Context: an optimization exercise on an open-source flow, tuned for small area, a short achievable clock period and few clock cycles per item. The choices shown serve that exercise and are no tape-out recipe.
Function was checked by simulation only, so behaviour that the tests miss may differ from the original.
Power is estimated from default activity; no workload was simulated.

==> flow/design.v <==
`timescale 1ns / 1ps
package pdtc_pkg;
  localparam int COUNT_BITS_DEF = 16;
  localparam int REG_W          = 16;
  localparam int NUM_BP         = 6;
  localparam int TEMP_W = 15;
  localparam int VOLT_W = 13;
  localparam int SEG_W  = 3;
  localparam int QW = 14;
endpackage
`timescale 1ns / 1ps
`timescale 1ns / 1ps
`timescale 1ns / 1ps
`timescale 1ns / 1ps
`timescale 1ns / 1ps
module pwm_duty_temperature_converter_top
#(
  parameter int COUNT_BITS = pdtc_pkg::COUNT_BITS_DEF
) (
  input  logic                     clk,
  input  logic                     rst_n,
  input  logic                     in_valid,
  output logic                     in_stall,
  input  logic                     in_pin_level,
  output logic                     out_valid,
  input  logic                     out_stall,
  output logic signed [pdtc_pkg::TEMP_W-1:0] out_temperature_centi,
  output logic [pdtc_pkg::VOLT_W-1:0]        out_voltage_mv,
  output logic [pdtc_pkg::SEG_W-1:0]         out_segment,
  input  logic                     cfg_valid,
  output logic                     cfg_ready,
  input  logic [2:0]               cfg_index,
  input  logic [pdtc_pkg::REG_W-1:0]         cfg_wdata
);
  logic [15:0] win_r;
  logic [15:0] bp_r [6];
  assign cfg_ready = 1'b1;
  always_ff @(posedge clk) begin
    if (!rst_n) begin
      win_r    <= 16'd40000;
      bp_r[0]  <= 16'd43133;
      bp_r[1]  <= 16'd39705;
      bp_r[2]  <= 16'd35015;
      bp_r[3]  <= 16'd28817;
      bp_r[4]  <= 16'd20964;
      bp_r[5]  <= 16'd11312;
    end else if (cfg_valid) begin
      case (cfg_index)
        3'd0: win_r   <= {cfg_wdata[15:1], cfg_wdata[0] | (cfg_wdata[15:1] == 15'd0)};
        3'd1: bp_r[0] <= cfg_wdata;
        3'd2: bp_r[1] <= cfg_wdata;
        3'd3: bp_r[2] <= cfg_wdata;
        3'd4: bp_r[3] <= cfg_wdata;
        3'd5: bp_r[4] <= cfg_wdata;
        3'd6: bp_r[5] <= cfg_wdata;
        default: ;
      endcase
    end
  end
  logic [15:0] weff;
  assign weff = win_r;
  logic [16:0] sc_r;                
  logic [15:0] hc_r;
  logic        close_r;             
  logic        hq_v;
  logic [15:0] hq_h;
  logic        stall_r;
  logic        take;
  logic        accept, push, hq_v_nxt, close_nxt;
  logic        cur, nxt, w_le1;
  logic [16:0] sc_p1;
  logic [15:0] hc_p1, hc_new;
  assign in_stall = stall_r;
  assign accept   = in_valid && !stall_r;
  assign push     = accept && close_r;
  assign hq_v_nxt = push || (hq_v && !take);
  assign sc_p1  = sc_r + 17'd1;
  assign hc_p1  = hc_r + 16'd1;
  assign hc_new = in_pin_level ? hc_p1 : hc_r;
  assign cur    = sc_r >= {1'b0, win_r};
  assign nxt    = cur || (sc_p1 == {1'b0, win_r});
  assign w_le1  = (win_r[15:1] == 15'd0);
  assign close_nxt = accept ? (close_r ? w_le1 : nxt) : cur;
  always_ff @(posedge clk) begin
    if (!rst_n) begin
      sc_r    <= 17'd1;
      hc_r    <= '0;
      hq_v    <= 1'b0;
      stall_r <= 1'b0;
      close_r <= 1'b0;
    end else begin
      if (accept) begin
        if (close_r) begin
          sc_r <= 17'd1;
          hc_r <= '0;
        end else begin
          sc_r <= sc_p1;
          hc_r <= hc_new;
        end
      end
      hq_v    <= hq_v_nxt;
      close_r <= close_nxt;
      stall_r <= (cfg_valid && (cfg_index == 3'd0)) || (hq_v_nxt && close_nxt);
    end
  end
  always_ff @(posedge clk) begin
    if (push) hq_h <= hc_new;
  end
  localparam int S_IDLE = 0, S_D1 = 1, S_M1 = 2, S_M2 = 3, S_M3 = 4, S_DIV = 5, S_FIN = 6;
  logic [6:0]  st_r;
  logic [3:0]  cnt_r;
  logic [2:0]  k_r;
  logic        sn_r;                
  logic        neg_r, dz_r, ovt_r, ovv_r;
  logic [30:0] xt_r, xv_r;          
  logic [16:0] ud_r;                
  logic out_free, seg;
  logic kp_v, sn_p;                 
  logic fix_r;                      
  assign out_free = !out_valid && !fix_r;
  assign seg      = hq_v && kp_v && (st_r[S_IDLE] || (st_r[S_FIN] && out_free));
  assign take     = st_r[S_D1];
  logic [15:0] bx [7];
  logic [5:0]  s_oh;                
  logic [15:0] bsel, bsel1;
  logic        cmp;
  logic [2:0]  k_oh;
  always_comb begin
    for (int i = 0; i < 6; i++) bx[i] = bp_r[i];
    bx[6] = 16'd0;
    bsel  = '0;
    bsel1 = '0;
    for (int i = 0; i < 6; i++) begin
      bsel  = bsel  | (bx[i]   & {16{s_oh[i]}});
      bsel1 = bsel1 | (bx[i+1] & {16{s_oh[i]}});
    end
    k_oh  = {s_oh[4] | s_oh[5], s_oh[2] | s_oh[3], s_oh[1] | s_oh[3] | s_oh[5]};
    cmp   = (hq_h >= bsel);
  end
  logic [22:0] t5;
  logic [25:0] v5;
  assign t5 = {xt_r[24:4], 2'b00} + {2'b00, xt_r[24:4]};
  assign v5 = {xv_r[26:4], 2'b00} + {3'b000, xv_r[26:4]};
  logic [15:0] mag;
  assign mag = xt_r[15:0] - (hq_h ^ {16{sn_r}});
  logic [17:0] tt, tv;
  logic        get, gev;
  logic [16:0] ovt_d;
  logic        ovt_ge;
  assign ovt_d  = {1'b0, xt_r[30:15]} - {1'b0, ud_r[15:0]};
  assign ovt_ge = !ovt_d[16];
  always_comb begin
    tt  = {1'b0, xt_r[30:14]} - {2'b0, ud_r[15:0]};
    tv  = {1'b0, xv_r[30:14]} - {2'b0, weff};
    get = !tt[17];
    gev = !tv[17];
  end
  always_ff @(posedge clk) begin
    if (!rst_n) begin
      st_r <= 7'd1 << S_IDLE;
    end else begin
      st_r[S_IDLE] <= (st_r[S_IDLE] || (st_r[S_FIN] && out_free)) && !seg;
      st_r[S_D1]   <= seg;
      st_r[S_M1]   <= st_r[S_D1];
      st_r[S_M2]   <= st_r[S_M1];
      st_r[S_M3]   <= st_r[S_M2];
      st_r[S_DIV]  <= st_r[S_M3] || (st_r[S_DIV] && (cnt_r != 4'd0));
      st_r[S_FIN]  <= (st_r[S_DIV] && (cnt_r == 4'd0)) || (st_r[S_FIN] && !out_free);
    end
  end
  always_ff @(posedge clk) begin
    if (!rst_n) begin
      kp_v  <= 1'b0;
      s_oh  <= 6'b000010;
    end else if (!hq_v || take) begin
      kp_v  <= 1'b0;
      s_oh  <= 6'b000010;
    end else if (!kp_v) begin
      if (s_oh[0]) begin
        sn_p <= cmp;
        kp_v <= 1'b1;
      end else if (cmp) begin
        s_oh <= {1'b0, s_oh[5:1]};
        sn_p <= 1'b0;
        kp_v <= !s_oh[1];
      end else if (s_oh[5]) begin
        sn_p <= 1'b0;
        kp_v <= 1'b1;
      end else begin
        s_oh <= {s_oh[4:0], 1'b0};
      end
    end
  end
  always_ff @(posedge clk) begin
    if (seg) begin
      k_r   <= k_oh;
      sn_r  <= sn_p;
      xv_r  <= {11'd0, hq_h, 4'd0};
      xt_r  <= {15'd0, bsel ^ {16{sn_p}}};
      ud_r  <= {1'b0, bsel1 ^ {16{sn_p}}};
    end
    if (st_r[S_D1]) begin
      xt_r <= {11'd0, mag, 4'd0};
      ud_r <= {1'b0, xt_r[15:0]} - ud_r;
    end
    if (st_r[S_M1]) begin
      ud_r  <= (ud_r ^ {17{ud_r[16]}}) + {16'd0, ud_r[16]};
      neg_r <= ud_r[16];              
      dz_r  <= (ud_r == 17'd0);
    end
    if (st_r[S_M1] || st_r[S_M2]) begin
      xt_r <= {4'd0, t5, 4'd0};
    end
    if (st_r[S_M3]) begin
      xt_r  <= {4'd0, t5, 4'd0};
      cnt_r <= 4'd14;
    end
    if (st_r[S_D1] || st_r[S_M1] || st_r[S_M2] || st_r[S_M3]) begin
      xv_r <= {1'b0, v5, 4'd0};
    end
    if (st_r[S_DIV]) begin
      cnt_r <= cnt_r - 4'd1;
      xt_r  <= {(get ? tt[15:0] : xt_r[29:14]), xt_r[13:0], get};
      xv_r  <= {(gev ? tv[15:0] : xv_r[29:14]), xv_r[13:0], gev};
      if (cnt_r == 4'd14) begin
        ovt_r <= ovt_ge;
        ovv_r <= gev;
      end
    end
    if (st_r[S_FIN] && out_free) begin
      ovt_r <= tsat;
    end
  end
  logic [14:0] qt, qv;
  assign qt = xt_r[14:0];
  assign qv = xv_r[14:0];
  logic [15:0] base;
  always_comb begin
    case (k_r)
      3'd0:    base = 16'd1000;
      3'd1:    base = 16'd2000;
      3'd2:    base = 16'd3000;
      3'd3:    base = 16'd4000;
      3'd4:    base = 16'd5000;
      default: base = 16'd6000;
    endcase
  end
  logic [15:0] tw, tsum;
  logic        tsat;
  logic [12:0] vfin;
  always_comb begin
    if (neg_r) tsum = base + ~{2'b00, qt[14:1]} + {15'd0, !qt[0]};
    else       tsum = base + {2'b00, qt[14:1]} + {15'd0, qt[0]};
    tw   = dz_r ? base : tsum;
    tsat = !dz_r && ovt_r;
    vfin = (ovv_r || (qv >= 15'd10000)) ? 13'd5000 : 13'((qv + 15'd1) >> 1);
  end
  logic               ov_r;
  logic signed [14:0] ot_r;
  logic               ot15_r;       
  logic [12:0]        ovm_r;
  logic [2:0]         os_r;
  logic               fin;
  assign fin                   = st_r[S_FIN] && out_free;
  assign out_valid             = ov_r;
  assign out_temperature_centi = ot_r;
  logic thigh, tlow;
  assign thigh = !ot15_r && (ot_r > 15'd12000);
  assign tlow  = ot15_r && (ot_r < 15'd30768);      
  assign out_voltage_mv        = ovm_r;
  assign out_segment           = os_r;
  always_ff @(posedge clk) begin
    if (!rst_n) begin
      ov_r  <= 1'b0;
      fix_r <= 1'b0;
    end else begin
      fix_r <= fin;
      ov_r  <= fix_r || (ov_r && out_stall);
    end
  end
  always_ff @(posedge clk) begin
    if (fin) begin
      ot_r  <= tw[14:0];
      ot15_r <= tw[15];
      ovm_r <= vfin;
      os_r  <= k_r;
    end else if (fix_r && (ovt_r || (neg_r ? tlow : thigh))) begin
      ot_r  <= neg_r ? -15'sd2000 : 15'sd12000;
    end
  end
endmodule
clock: 8.0 ns
lec_check: 0
cap_margin: 20
core_margin: 2
core_utilization: 40
setup_slack_margin: 5
slew_margin: 20
run.sh (not shown) runs the stock make flow with config.mk's settings and CLKGATE_MAP_FILE= SYNTH_SCRIPT=/design/flow/synth_recipe.tcl, a recipe that flattens the netlist after the stock synthesis.
Testbench counts at the start, summed over its fixed seeds: cycles 36,256, windows 1,024.
Then changed:
--- a/flow/design.v
+++ b/flow/design.v
@@ -34,8 +34,20 @@
 );
   logic [15:0] win_r;
   logic [15:0] bp_r [6];
   assign cfg_ready = 1'b1;
+  logic [6:0]  wen_r;
+  logic [15:0] wd_r;
+  always_ff @(posedge clk) begin
+    if (!rst_n) begin
+      wen_r <= '0;
+    end else begin
+      for (int i = 0; i < 7; i++) wen_r[i] <= cfg_valid && (cfg_index == 3'(i));
+    end
+  end
+  always_ff @(posedge clk) begin
+    wd_r <= cfg_wdata;
+  end
   always_ff @(posedge clk) begin
     if (!rst_n) begin
       win_r    <= 16'd40000;
       bp_r[0]  <= 16'd43133;
@@ -43,19 +55,13 @@
       bp_r[2]  <= 16'd35015;
       bp_r[3]  <= 16'd28817;
       bp_r[4]  <= 16'd20964;
       bp_r[5]  <= 16'd11312;
-    end else if (cfg_valid) begin
-      case (cfg_index)
-        3'd0: win_r   <= {cfg_wdata[15:1], cfg_wdata[0] | (cfg_wdata[15:1] == 15'd0)};
-        3'd1: bp_r[0] <= cfg_wdata;
-        3'd2: bp_r[1] <= cfg_wdata;
-        3'd3: bp_r[2] <= cfg_wdata;
-        3'd4: bp_r[3] <= cfg_wdata;
-        3'd5: bp_r[4] <= cfg_wdata;
-        3'd6: bp_r[5] <= cfg_wdata;
-        default: ;
-      endcase
+    end else begin
+      if (wen_r[0]) win_r <= {wd_r[15:1], wd_r[0] | (wd_r[15:1] == 15'd0)};
+      for (int i = 0; i < 6; i++) begin
+        if (wen_r[i+1]) bp_r[i] <= wd_r;
+      end
     end
   end
   logic [15:0] weff;
   assign weff = win_r;
@@ -99,9 +105,9 @@
         end
       end
       hq_v    <= hq_v_nxt;
       close_r <= close_nxt;
-      stall_r <= (cfg_valid && (cfg_index == 3'd0)) || (hq_v_nxt && close_nxt);
+      stall_r <= (cfg_valid && (cfg_index == 3'd0)) || wen_r[0] || (hq_v_nxt && close_nxt);
     end
   end
   always_ff @(posedge clk) begin
     if (push) hq_h <= hc_new;
@@ -110,9 +116,9 @@
   logic [6:0]  st_r;
   logic [3:0]  cnt_r;
   logic [2:0]  k_r;
   logic        sn_r;                
-  logic        neg_r, dz_r, ovt_r, ovv_r;
+  logic        neg_r, dz_r, ovt_r, ovv_r, sud_r;
   logic [30:0] xt_r, xv_r;          
   logic [16:0] ud_r;                
   logic out_free, seg;
   logic kp_v, sn_p;                 
@@ -146,12 +152,12 @@
   logic [17:0] tt, tv;
   logic        get, gev;
   logic [16:0] ovt_d;
   logic        ovt_ge;
-  assign ovt_d  = {1'b0, xt_r[30:15]} - {1'b0, ud_r[15:0]};
+  assign ovt_d  = {1'b0, xt_r[30:15]} + {1'b1, ~ud_r[15:0]} + {16'd0, !sud_r};
   assign ovt_ge = !ovt_d[16];
   always_comb begin
-    tt  = {1'b0, xt_r[30:14]} - {2'b0, ud_r[15:0]};
+    tt  = {1'b0, xt_r[30:14]} + {2'b11, ~ud_r[15:0]} + {17'd0, !sud_r};
     tv  = {1'b0, xv_r[30:14]} - {2'b0, weff};
     get = !tt[17];
     gev = !tv[17];
   end
@@ -203,9 +209,10 @@
       xt_r <= {11'd0, mag, 4'd0};
       ud_r <= {1'b0, xt_r[15:0]} - ud_r;
     end
     if (st_r[S_M1]) begin
-      ud_r  <= (ud_r ^ {17{ud_r[16]}}) + {16'd0, ud_r[16]};
+      ud_r  <= {1'b0, ud_r[15:0] ^ {16{ud_r[16]}}};
+      sud_r <= ud_r[16];
       neg_r <= ud_r[16];              
       dz_r  <= (ud_r == 17'd0);
     end
     if (st_r[S_M1] || st_r[S_M2]) begin
The new run finished with timing, DRC and antenna clean. Hold slack improves by 0.0042 ns. Combinational power goes down by 34%. Via count goes down by 4.9%. Final cell count goes down by 4.2%. Clock-buffer cell count goes up by 5. Maximum frequency goes down by 3.5%. Core utilization stays flat. Final area goes up by 1.7%. Flip-flop and latch count goes up by 23. Total power goes up by 6.8%.
Testbench counts after the change, summed over its fixed seeds: cycles 36,256, windows 1,024.

## static timing again, ports no longer ideal
The flow's constraints put no driver on any port. The routed layouts listed below were extracted and timed again, unchanged, in two steps. Step 1 (the two cells are an assumption about what drives the block):
set clk [get_ports {clk}]
set_driving_cell -lib_cell sky130_fd_sc_hd__clkbuf_16 $clk
set_driving_cell -lib_cell sky130_fd_sc_hd__buf_2 [delete_from_list [all_inputs] $clk]
Step 2 adds t to the input delays and takes it off the output delays; t is the mean of the earliest and latest rising clock arrival at the registers after step 1. Input paths then give back, and output paths get back, about the clock's delay inside the block. a / b / c = no drivers / after step 1 / after step 2; a / b = the first two.
run | t (ns) | setup WS [ns] | worst hold slack (ns) | pins driven straight from the clock port
the first run | 0.629 | 4.870 / 4.870 / 4.379 | 0.472 / 0.472 / 0.472 | 1
the second run | 0.631 | 4.756 / 4.756 / 4.515 | 0.476 / 0.476 / 0.476 | 1
After both steps every run listed still meets setup and hold. The setup slack of the first run, which loses most, moves by 0.000 ns with the drivers and by -0.491 ns with both steps.
